From an optimization exercise on the open Yosys and OpenROAD flow, aimed at small area and a short achievable clock period; shortcuts taken in it are not production practice.
Power and IR drop assume default switching activity.

==> inputs of job 6285 <==
==> flow/design.v <==
package router_pkg;
    typedef logic [81-1:0] flit_t;
    typedef logic [3-1:0] coord_t;
    typedef enum logic [1:0] {
        ROUTE_XPOS  = 2'd0,
        ROUTE_YPOS  = 2'd1,
        ROUTE_EJECT = 2'd2
    } route_dir_e;
    typedef struct packed {
        route_dir_e dir;
        flit_t      flit;
    } routed_flit_t;
endpackage
`timescale 1ns/10ps
module flit_queue #(
    parameter int width      = 81,
    parameter int tag_w      = 1,
    parameter int depth      = 8,
    parameter bit free_write = 0
) (
    input  logic             clk,
    input  logic             rst,
    input  logic [width-1:0] wr_data,
    input  logic [tag_w-1:0] wr_tag,
    input  logic             wr_en,
    input  logic             wr_en_next,
    input  logic             rd_en,
    output logic [width-1:0] rd_data,
    output logic [tag_w-1:0] head_tag,
    output logic             not_empty,
    output logic             full,
    output logic             almost_full
);
    logic [width-1:0] mem [depth];
    logic [tag_w-1:0] tag [depth];
    logic [depth-1:0] wr_oh;
    logic [depth-1:0] rd_oh;
    logic [depth-1:0] rd_oh_next;
    logic [depth:0]   occ;
    logic             do_wr;
    logic             do_rd;
    logic [depth-1:0] wr_oh_d;
    logic [depth:0]   occ_d;
    logic [depth-1:0] wsel;
    logic [tag_w-1:0] next_tag;
    assign do_wr = free_write ? (wr_en && !full) : wr_en;
    assign do_rd = rd_en && not_empty;
    assign not_empty   = !occ[0];
    assign full        = occ[depth];
    assign almost_full = occ[depth-1];
    assign rd_oh_next = {rd_oh[depth-2:0], rd_oh[depth-1]};
    always_comb begin
        next_tag = '0;
        for (int i = 0; i < depth; i++) begin
            next_tag = next_tag | (tag[i] & {tag_w{rd_oh_next[i]}});
        end
    end
    assign wr_oh_d = do_wr ? {wr_oh[depth-2:0], wr_oh[depth-1]} : wr_oh;
    always_comb begin
        if (do_wr && !do_rd) begin
            occ_d = {occ[depth-1:0], 1'b0};
        end else if (do_rd && !do_wr) begin
            occ_d = {1'b0, occ[depth:1]};
        end else begin
            occ_d = occ;
        end
    end
    always_ff @(posedge clk) begin
        if (rst) begin
            wr_oh <= depth'(1);
            rd_oh <= depth'(1);
            occ   <= (depth + 1)'(1);
            wsel  <= free_write ? depth'(1) : '0;
        end else begin
            wr_oh <= wr_oh_d;
            if (do_rd) begin
                rd_oh <= rd_oh_next;
            end
            occ   <= occ_d;
            wsel  <= wr_oh_d & {depth{free_write ? !occ_d[depth] : wr_en_next}};
        end
    end
    always_ff @(posedge clk) begin
        if (do_wr && (occ[0] || (occ[1] && do_rd))) begin
            head_tag <= wr_tag;
        end else if (do_rd) begin
            head_tag <= next_tag;
        end
    end
    for (genvar i = 0; i < depth; i++) begin : g_slot
        always_ff @(posedge clk) begin
            if (wsel[i]) begin
                mem[i] <= wr_data;
                tag[i] <= wr_tag;
            end
        end
    end
    always_comb begin
        rd_data = '0;
        for (int i = 0; i < depth; i++) begin
            rd_data = rd_data | (mem[i] & {width{rd_oh[i]}});
        end
    end
endmodule
`timescale 1ns/10ps
module route_comp #(
    parameter router_pkg::coord_t cur_x = '0,
    parameter router_pkg::coord_t cur_y = '0
) (
    input  router_pkg::flit_t flit,
    output logic              is_eject,
    output logic              go_y
);
    router_pkg::coord_t dst_x;
    router_pkg::coord_t dst_y;
    assign dst_x = flit[72 +: 3];
    assign dst_y = flit[75 +: 3];
    assign is_eject = (dst_x == cur_x) && (dst_y == cur_y);
    assign go_y     = (dst_x == cur_x);
endmodule
`timescale 1ns/10ps
module input_port #(
    parameter router_pkg::coord_t cur_x = '0,
    parameter router_pkg::coord_t cur_y = '0
) (
    input  logic              clk,
    input  logic              rst,
    input  router_pkg::flit_t in_flit,
    input  logic              in_valid,
    output router_pkg::flit_t eject_flit,
    output logic              eject_valid,
    output router_pkg::flit_t sw_head,
    output logic              sw_head_y,
    output logic              sw_head_valid,
    input  logic              sw_grant
);
    logic              in_is_eject;
    logic              in_go_y;
    router_pkg::flit_t in_head;
    logic              in_head_eject;
    logic              in_head_y;
    logic              in_not_empty;
    logic              rc_pop;
    router_pkg::flit_t rc_flit;
    logic              rc_dir_y;
    logic              rc_valid;
    logic              rc_valid_d;
    logic              sw_full;
    logic              sw_almost_full;
    route_comp #(
        .cur_x(cur_x),
        .cur_y(cur_y)
    ) rc (
        .flit     (in_flit),
        .is_eject (in_is_eject),
        .go_y     (in_go_y)
    );
    flit_queue #(
        .width      (81),
        .tag_w      (2),
        .depth      (8),
        .free_write (1'b1)
    ) in_queue (
        .clk         (clk),
        .rst         (rst),
        .wr_data     (in_flit),
        .wr_tag      ({in_is_eject, in_go_y}),
        .wr_en       (in_valid),
        .wr_en_next  (1'b0),
        .rd_en       (rc_pop),
        .rd_data     (in_head),
        .head_tag    ({in_head_eject, in_head_y}),
        .not_empty   (in_not_empty),
        .full        (),
        .almost_full ()
    );
    assign rc_pop = in_not_empty && !(sw_full || (sw_almost_full && rc_valid));
    assign rc_valid_d = rc_pop && !in_head_eject;
    always_ff @(posedge clk) begin
        rc_flit  <= in_head;
        rc_dir_y <= in_head_y;
    end
    always_ff @(posedge clk) begin
        if (rst) begin
            rc_valid    <= 1'b0;
            eject_valid <= 1'b0;
        end else begin
            rc_valid    <= rc_valid_d;
            eject_valid <= rc_pop && in_head_eject;
        end
    end
    assign eject_flit = rc_flit;
    flit_queue #(
        .width      (81),
        .tag_w      (1),
        .depth      (8),
        .free_write (1'b0)
    ) sw_queue (
        .clk         (clk),
        .rst         (rst),
        .wr_data     (rc_flit),
        .wr_tag      (rc_dir_y),
        .wr_en       (rc_valid),
        .wr_en_next  (rc_valid_d),
        .rd_en       (sw_grant),
        .rd_data     (sw_head),
        .head_tag    (sw_head_y),
        .not_empty   (sw_head_valid),
        .full        (sw_full),
        .almost_full (sw_almost_full)
    );
endmodule
`timescale 1ns/10ps
module switch_alloc (
    input  logic              clk,
    input  logic              rst,
    input  router_pkg::flit_t xpos_head,
    input  router_pkg::flit_t ypos_head,
    input  logic              xpos_head_y,
    input  logic              ypos_head_y,
    input  logic              xpos_head_valid,
    input  logic              ypos_head_valid,
    output logic              xpos_grant,
    output logic              ypos_grant,
    input  router_pkg::flit_t inject_xpos,
    input  router_pkg::flit_t inject_ypos,
    input  logic              inject_xpos_valid,
    input  logic              inject_ypos_valid,
    output router_pkg::flit_t out_xpos,
    output router_pkg::flit_t out_ypos,
    output logic              out_xpos_valid,
    output logic              out_ypos_valid
);
    router_pkg::flit_t head_flit [2];
    router_pkg::flit_t inj_flit [2];
    logic [1:0]        inj_valid;
    logic [1:0]        req [2];
    logic [1:0]        gnt [2];
    logic [1:0]        pick1;
    logic [1:0]        rr_ptr;
    router_pkg::flit_t out_flit_q [2];
    logic [1:0]        out_valid_q;
    assign head_flit[0] = xpos_head;
    assign head_flit[1] = ypos_head;
    assign inj_flit[0]  = inject_xpos;
    assign inj_flit[1]  = inject_ypos;
    assign inj_valid    = {inject_ypos_valid, inject_xpos_valid};
    assign req[0] = {ypos_head_valid && !ypos_head_y, xpos_head_valid && !xpos_head_y};
    assign req[1] = {ypos_head_valid &&  ypos_head_y, xpos_head_valid &&  xpos_head_y};
    always_comb begin
        for (int o = 0; o < 2; o++) begin
            pick1[o] = req[o][1] && (!req[o][0] || rr_ptr[o]);
            gnt[o]   = inj_valid[o] ? 2'b00 : {pick1[o], req[o][0] && !pick1[o]};
        end
    end
    assign xpos_grant = gnt[0][0] | gnt[1][0];
    assign ypos_grant = gnt[0][1] | gnt[1][1];
    always_ff @(posedge clk) begin
        for (int o = 0; o < 2; o++) begin
            out_flit_q[o] <= inj_valid[o] ? inj_flit[o]
                           : (pick1[o] ? head_flit[1] : head_flit[0]);
        end
    end
    always_ff @(posedge clk) begin
        if (rst) begin
            out_valid_q <= 2'b00;
            rr_ptr      <= 2'b00;
        end else begin
            for (int o = 0; o < 2; o++) begin
                out_valid_q[o] <= inj_valid[o] | (|req[o]);
                if (|gnt[o]) begin
                    rr_ptr[o] <= gnt[o][0];
                end
            end
        end
    end
    assign out_xpos       = out_flit_q[0];
    assign out_ypos       = out_flit_q[1];
    assign out_xpos_valid = out_valid_q[0];
    assign out_ypos_valid = out_valid_q[1];
endmodule
`timescale 1ns/10ps
module router #(
    parameter router_pkg::coord_t cur_x = '0,
    parameter router_pkg::coord_t cur_y = '0
) (
    input  logic              clk,
    input  logic              rst,
    input  router_pkg::flit_t in_xpos,
    input  logic              in_xpos_valid,
    input  router_pkg::flit_t in_ypos,
    input  logic              in_ypos_valid,
    input  router_pkg::flit_t inject_xpos,
    input  logic              inject_xpos_valid,
    input  router_pkg::flit_t inject_ypos,
    input  logic              inject_ypos_valid,
    output router_pkg::flit_t out_xpos,
    output logic              out_xpos_valid,
    output router_pkg::flit_t out_ypos,
    output logic              out_ypos_valid,
    output router_pkg::flit_t eject_xpos,
    output logic              eject_xpos_valid,
    output router_pkg::flit_t eject_ypos,
    output logic              eject_ypos_valid
);
    router_pkg::flit_t        xpos_head;
    router_pkg::flit_t        ypos_head;
    logic                     xpos_head_y;
    logic                     ypos_head_y;
    logic                     xpos_head_valid;
    logic                     ypos_head_valid;
    logic                     xpos_grant;
    logic                     ypos_grant;
    input_port #(
        .cur_x(cur_x),
        .cur_y(cur_y)
    ) xpos_in (
        .clk           (clk),
        .rst           (rst),
        .in_flit       (in_xpos),
        .in_valid      (in_xpos_valid),
        .eject_flit    (eject_xpos),
        .eject_valid   (eject_xpos_valid),
        .sw_head       (xpos_head),
        .sw_head_y     (xpos_head_y),
        .sw_head_valid (xpos_head_valid),
        .sw_grant      (xpos_grant)
    );
    input_port #(
        .cur_x(cur_x),
        .cur_y(cur_y)
    ) ypos_in (
        .clk           (clk),
        .rst           (rst),
        .in_flit       (in_ypos),
        .in_valid      (in_ypos_valid),
        .eject_flit    (eject_ypos),
        .eject_valid   (eject_ypos_valid),
        .sw_head       (ypos_head),
        .sw_head_y     (ypos_head_y),
        .sw_head_valid (ypos_head_valid),
        .sw_grant      (ypos_grant)
    );
    switch_alloc sa (
        .clk               (clk),
        .rst               (rst),
        .xpos_head         (xpos_head),
        .ypos_head         (ypos_head),
        .xpos_head_y       (xpos_head_y),
        .ypos_head_y       (ypos_head_y),
        .xpos_head_valid   (xpos_head_valid),
        .ypos_head_valid   (ypos_head_valid),
        .xpos_grant        (xpos_grant),
        .ypos_grant        (ypos_grant),
        .inject_xpos       (inject_xpos),
        .inject_ypos       (inject_ypos),
        .inject_xpos_valid (inject_xpos_valid),
        .inject_ypos_valid (inject_ypos_valid),
        .out_xpos          (out_xpos),
        .out_ypos          (out_ypos),
        .out_xpos_valid    (out_xpos_valid),
        .out_ypos_valid    (out_ypos_valid)
    );
endmodule
==> flow/run.sh <==
#!/bin/bash
# synth_recipe.tcl (not shown) runs the flow's synth.tcl, then flattens the netlist and writes it again
# the make line also repeats each setting of config.mk as NAME=value (left out here)
make -C /OpenROAD-flow-scripts/flow DESIGN_CONFIG=/design/flow/config.mk WORK_HOME=/design/flow/orfs CLKGATE_MAP_FILE= SYNTH_SCRIPT=/design/flow/synth_recipe.tcl finish
==> flow/config.mk <==
export PLATFORM = sky130hd
export DESIGN_NAME = router
export DESIGN_NICKNAME = router
export VERILOG_FILES = /design/flow/design.v
export SDC_FILE = /design/flow/constraint.sdc
export NUM_CORES = 4
export LEC_CHECK = 0
export CAP_MARGIN = 20
export CORE_MARGIN = 2
export CORE_UTILIZATION = 65
export CTS_CLUSTER_DIAMETER = 100
export CTS_CLUSTER_SIZE = 30
export SETUP_SLACK_MARGIN = 2.0
export SLEW_MARGIN = 20
==> flow/constraint.sdc <==
create_clock -name core_clock -period 4.5 [get_ports {clk}]
set_input_delay 0.9000 -clock core_clock [delete_from_list [all_inputs] [get_ports {clk}]]
set_output_delay 0.9000 -clock core_clock [all_outputs]
set_load 0.01 [all_outputs]
==> inputs of job 5831, as changes to job 6285 <==
==> flow/design.v, changed modules only <==
module flit_queue #(
    parameter int width      = 81,
    parameter int tag_w      = 1,
    parameter int depth      = 8,
    parameter bit free_write = 0
) (
    input  logic             clk,
    input  logic             rst,
    input  logic [width-1:0] wr_data,
    input  logic [tag_w-1:0] wr_tag,
    input  logic             wr_en,
    input  logic             rd_en,
    output logic [width-1:0] rd_data,
    output logic [tag_w-1:0] head_tag,
    output logic             not_empty,
    output logic             full,
    output logic             almost_full
);
    logic [width-1:0] mem [depth];
    logic [tag_w-1:0] tag [depth];
    logic [depth-1:0] wr_oh;
    logic [depth-1:0] rd_oh;
    logic [depth-1:0] rd_oh_next;
    logic [depth:0]   occ;
    logic             do_wr;
    logic             do_rd;
    logic [depth-1:0] wsel;
    logic [tag_w-1:0] next_tag;
    assign do_wr = wr_en && !full;
    assign do_rd = rd_en && not_empty;
    assign not_empty   = !occ[0];
    assign full        = occ[depth];
    assign almost_full = occ[depth-1];
    assign rd_oh_next = {rd_oh[depth-2:0], rd_oh[depth-1]};
    always_comb begin
        next_tag = '0;
        for (int i = 0; i < depth; i++) begin
            next_tag = next_tag | (tag[i] & {tag_w{rd_oh_next[i]}});
        end
    end
    always_ff @(posedge clk) begin
        if (rst) begin
            wr_oh <= depth'(1);
            rd_oh <= depth'(1);
            occ   <= (depth + 1)'(1);
        end else begin
            if (do_wr) begin
                wr_oh <= {wr_oh[depth-2:0], wr_oh[depth-1]};
            end
            if (do_rd) begin
                rd_oh <= rd_oh_next;
            end
            if (do_wr && !do_rd) begin
                occ <= {occ[depth-1:0], 1'b0};
            end else if (do_rd && !do_wr) begin
                occ <= {1'b0, occ[depth:1]};
            end
        end
    end
    always_ff @(posedge clk) begin
        if (do_wr && (occ[0] || (occ[1] && do_rd))) begin
            head_tag <= wr_tag;
        end else if (do_rd) begin
            head_tag <= next_tag;
        end
    end
    assign wsel = free_write ? (wr_oh & {depth{!full}}) : (wr_oh & {depth{do_wr}});
    for (genvar i = 0; i < depth; i++) begin : g_slot
        always_ff @(posedge clk) begin
            if (wsel[i]) begin
                mem[i] <= wr_data;
                tag[i] <= wr_tag;
            end
        end
    end
    always_comb begin
        rd_data = '0;
        for (int i = 0; i < depth; i++) begin
            rd_data = rd_data | (mem[i] & {width{rd_oh[i]}});
        end
    end
endmodule
module input_port #(
    parameter router_pkg::coord_t cur_x = '0,
    parameter router_pkg::coord_t cur_y = '0
) (
    input  logic              clk,
    input  logic              rst,
    input  router_pkg::flit_t in_flit,
    input  logic              in_valid,
    output router_pkg::flit_t eject_flit,
    output logic              eject_valid,
    output router_pkg::flit_t sw_head,
    output logic              sw_head_y,
    output logic              sw_head_valid,
    input  logic              sw_grant
);
    logic              in_is_eject;
    logic              in_go_y;
    router_pkg::flit_t in_head;
    logic              in_head_eject;
    logic              in_head_y;
    logic              in_not_empty;
    logic              rc_pop;
    router_pkg::flit_t rc_flit;
    logic              rc_dir_y;
    logic              rc_valid;
    logic              sw_full;
    logic              sw_almost_full;
    route_comp #(
        .cur_x(cur_x),
        .cur_y(cur_y)
    ) rc (
        .flit     (in_flit),
        .is_eject (in_is_eject),
        .go_y     (in_go_y)
    );
    flit_queue #(
        .width      (81),
        .tag_w      (2),
        .depth      (8),
        .free_write (1'b1)
    ) in_queue (
        .clk         (clk),
        .rst         (rst),
        .wr_data     (in_flit),
        .wr_tag      ({in_is_eject, in_go_y}),
        .wr_en       (in_valid),
        .rd_en       (rc_pop),
        .rd_data     (in_head),
        .head_tag    ({in_head_eject, in_head_y}),
        .not_empty   (in_not_empty),
        .full        (),
        .almost_full ()
    );
    assign rc_pop = in_not_empty && !(sw_full || (sw_almost_full && rc_valid));
    always_ff @(posedge clk) begin
        rc_flit  <= in_head;
        rc_dir_y <= in_head_y;
    end
    always_ff @(posedge clk) begin
        if (rst) begin
            rc_valid    <= 1'b0;
            eject_valid <= 1'b0;
        end else begin
            rc_valid    <= rc_pop && !in_head_eject;
            eject_valid <= rc_pop && in_head_eject;
        end
    end
    assign eject_flit = rc_flit;
    flit_queue #(
        .width      (81),
        .tag_w      (1),
        .depth      (8),
        .free_write (1'b0)
    ) sw_queue (
        .clk         (clk),
        .rst         (rst),
        .wr_data     (rc_flit),
        .wr_tag      (rc_dir_y),
        .wr_en       (rc_valid),
        .rd_en       (sw_grant),
        .rd_data     (sw_head),
        .head_tag    (sw_head_y),
        .not_empty   (sw_head_valid),
        .full        (sw_full),
        .almost_full (sw_almost_full)
    );
endmodule
CORE_UTILIZATION = 40   (was 65)
CTS_CLUSTER_DIAMETER = default   (was 100)
CTS_CLUSTER_SIZE = default   (was 30)
SETUP_SLACK_MARGIN = default   (was 2.0)
==> inputs of job 7923, as changes to job 6285 <==
==> flow/design.v, changed modules only <==
module flit_queue #(
    parameter int width      = 81,
    parameter int depth      = 8,
    parameter bit free_write = 0
) (
    input  logic             clk,
    input  logic             rst,
    input  logic [width-1:0] wr_data,
    input  logic             wr_en,
    input  logic             rd_en,
    output logic [width-1:0] rd_data,
    output logic             not_empty,
    output logic             full,
    output logic             almost_full
);
    localparam int cnt_w = $clog2(depth + 1);
    logic [width-1:0] mem [depth];
    logic [depth-1:0] wr_oh;
    logic [depth-1:0] rd_oh;
    logic [cnt_w-1:0] count;
    logic [cnt_w-1:0] count_d;
    logic             do_wr;
    logic             do_rd;
    logic [depth-1:0] wsel;
    assign do_wr = wr_en && !full;
    assign do_rd = rd_en && not_empty;
    always_comb begin
        case ({do_wr, do_rd})
            2'b10:   count_d = count + 1'b1;
            2'b01:   count_d = count - 1'b1;
            default: count_d = count;
        endcase
    end
    always_ff @(posedge clk) begin
        if (rst) begin
            wr_oh       <= depth'(1);
            rd_oh       <= depth'(1);
            count       <= '0;
            not_empty   <= 1'b0;
            full        <= 1'b0;
            almost_full <= 1'b0;
        end else begin
            if (do_wr) begin
                wr_oh <= {wr_oh[depth-2:0], wr_oh[depth-1]};
            end
            if (do_rd) begin
                rd_oh <= {rd_oh[depth-2:0], rd_oh[depth-1]};
            end
            count       <= count_d;
            not_empty   <= (count_d != '0);
            full        <= (count_d == cnt_w'(depth));
            almost_full <= (count_d == cnt_w'(depth - 1));
        end
    end
    assign wsel = free_write ? (wr_oh & {depth{!full}}) : (wr_oh & {depth{do_wr}});
    for (genvar i = 0; i < depth; i++) begin : g_slot
        always_ff @(posedge clk) begin
            if (wsel[i]) begin
                mem[i] <= wr_data;
            end
        end
    end
    always_comb begin
        rd_data = '0;
        for (int i = 0; i < depth; i++) begin
            rd_data = rd_data | (mem[i] & {width{rd_oh[i]}});
        end
    end
endmodule
module route_comp #(
    parameter router_pkg::coord_t cur_x = '0,
    parameter router_pkg::coord_t cur_y = '0
) (
    input  logic              clk,
    input  logic              rst,
    input  router_pkg::flit_t in_flit,
    input  logic              in_valid,
    output router_pkg::flit_t out_flit,
    output logic              out_dir_y,
    output logic              out_valid,
    output logic              eject_valid
);
    router_pkg::coord_t dst_x;
    router_pkg::coord_t dst_y;
    logic               is_eject;
    logic               go_y;
    assign dst_x = in_flit[72 +: 3];
    assign dst_y = in_flit[75 +: 3];
    assign is_eject = (dst_x == cur_x) && (dst_y == cur_y);
    assign go_y     = (dst_x == cur_x);
    always_ff @(posedge clk) begin
        out_flit  <= in_flit;
        out_dir_y <= go_y;
    end
    always_ff @(posedge clk) begin
        if (rst) begin
            out_valid   <= 1'b0;
            eject_valid <= 1'b0;
        end else begin
            out_valid   <= in_valid && !is_eject;
            eject_valid <= in_valid && is_eject;
        end
    end
endmodule
module input_port #(
    parameter router_pkg::coord_t cur_x = '0,
    parameter router_pkg::coord_t cur_y = '0
) (
    input  logic              clk,
    input  logic              rst,
    input  router_pkg::flit_t in_flit,
    input  logic              in_valid,
    output router_pkg::flit_t eject_flit,
    output logic              eject_valid,
    output router_pkg::flit_t sw_head,
    output logic              sw_head_y,
    output logic              sw_head_valid,
    input  logic              sw_grant
);
    router_pkg::flit_t in_head;
    logic              in_not_empty;
    logic              rc_pop;
    router_pkg::flit_t rc_flit;
    logic              rc_dir_y;
    logic              rc_valid;
    logic              sw_full;
    logic              sw_almost_full;
    flit_queue #(
        .width      (81),
        .depth      (8),
        .free_write (1'b1)
    ) in_queue (
        .clk         (clk),
        .rst         (rst),
        .wr_data     (in_flit),
        .wr_en       (in_valid),
        .rd_en       (rc_pop),
        .rd_data     (in_head),
        .not_empty   (in_not_empty),
        .full        (),
        .almost_full ()
    );
    assign rc_pop = in_not_empty && !(sw_full || (sw_almost_full && rc_valid));
    route_comp #(
        .cur_x(cur_x),
        .cur_y(cur_y)
    ) rc (
        .clk         (clk),
        .rst         (rst),
        .in_flit     (in_head),
        .in_valid    (rc_pop),
        .out_flit    (rc_flit),
        .out_dir_y   (rc_dir_y),
        .out_valid   (rc_valid),
        .eject_valid (eject_valid)
    );
    assign eject_flit = rc_flit;
    flit_queue #(
        .width      (81 + 1),
        .depth      (8),
        .free_write (1'b0)
    ) sw_queue (
        .clk         (clk),
        .rst         (rst),
        .wr_data     ({rc_dir_y, rc_flit}),
        .wr_en       (rc_valid),
        .rd_en       (sw_grant),
        .rd_data     ({sw_head_y, sw_head}),
        .not_empty   (sw_head_valid),
        .full        (sw_full),
        .almost_full (sw_almost_full)
    );
endmodule
CORE_UTILIZATION = 40   (was 65)
CTS_CLUSTER_DIAMETER = default   (was 100)
CTS_CLUSTER_SIZE = default   (was 30)
SETUP_SLACK_MARGIN = default   (was 2.0)
==> summary of the runs <==
- Of job 5831 and job 7923, job 5831 has the higher maximum frequency (gap 7.2%, measured against job 7923).
- The lowest clock power belongs to job 6285, the highest to job 5831.
- In first-iteration DRC count, job 7923 and job 5831 hardly differ.
- Sequential share of layout area: job 6285 > job 5831 > job 7923.
- The lowest die area belongs to job 6285, the highest to job 5831.
- Non-clock buffer count: job 6285 > job 5831 > job 7923.
- The lowest global-route usage belongs to job 5831, the highest to job 6285.
- Utilization, highest first: job 6285, job 5831, job 7923.
==> figures <==
Outcome: job 7923 finished clean; job 6285 finished clean; job 5831 finished clean
Well-tap cell count: job 7923 3515; job 6285 2175; job 5831 3533
Number of nets in the layout: job 7923 7033; job 6285 6972; job 5831 7102
Final Hold Slack: job 7923 0.333 ns; job 6285 0.406 ns; job 5831 0.413 ns
Final area over synthesized area: job 7923 1.200x; job 6285 1.124x; job 5831 1.205x
Fraction of post-synthesis cell area in the top cell type by area: job 7923 0.741; job 6285 0.742; job 5831 0.748
Num Clock Sinks: job 7923 3032; job 6285 3112; job 5831 3080
Worst IR Drop VDD: job 7923 0.374 mV; job 6285 0.353 mV; job 5831 0.467 mV
Post-route core utilization: job 7923 0.483; job 6285 0.738; job 5831 0.484
Slowest library cell on the worst path: job 7923 o41ai_4; job 6285 dfxtp_2; job 5831 clkdlybuf4s50_1
Minimum setup slack after placement: job 7923 0.565 ns; job 6285 1.21 ns; job 5831 0.965 ns
Floorplan die width: job 7923 518 um; job 6285 410 um; job 5831 519 um
Multi-Input Combinational: job 7923 2532; job 6285 2470; job 5831 2383
Met3 track demand over resource in global routing: job 7923 0.0684; job 6285 0.0969; job 5831 0.0606
Critical path endpoint category: job 7923 register; job 6285 output port; job 5831 output port
Total power per unit cell area: job 7923 597 nW/um^2; job 6285 424 nW/um^2; job 5831 501 nW/um^2
Via density: job 7923 5.88; job 6285 6.99; job 5831 5.82
Static leakage power: job 7923 40.4 nW; job 6285 37.7 nW; job 5831 40.6 nW
No functional check of the RTL was part of any run of this note.

==> port drivers added, routing unchanged <==
How much do the figures lean on ideal ports? The routed layouts below were timed once more, with nothing changed but the port constraints.
Step 1: set_driving_cell puts a clkbuf_16 on clk and a buf_2 on each other input, an assumption about the parent block.
Step 2 times the ports against the registers' clock, not the clock port: input delays grow and output delays shrink by t, the midpoint of the rising clock arrivals with the driver on.
a / b / c = ideal / step 1 / step 2; a / b = the first two.
| run | t (ns) | setup slack, ns | hold WS [ns] | clock arrival spread, ns | slew at the worst register clock pin (ns) |
|---|---|---|---|---|---|
| job 6285 | 0.885 | 2.015 / 1.919 / 1.445 | 0.406 / 0.406 / 0.406 | 0.030 / 0.031 | 0.12 / 0.12 |
| job 5831 | 1.018 | 1.145 / 1.053 / 1.213 | 0.413 / 0.344 / 0.456 | 0.119 / 0.118 | 0.06 / 0.06 |
| job 7923 | 1.005 | 0.903 / 0.903 / 0.424 | 0.333 / 0.278 / 0.437 | 0.095 / 0.096 | 0.07 / 0.07 |
After both steps every run listed still meets setup and hold. The setup slack of job 6285, which loses most, moves by -0.096 ns with the drivers and by -0.570 ns with both steps.
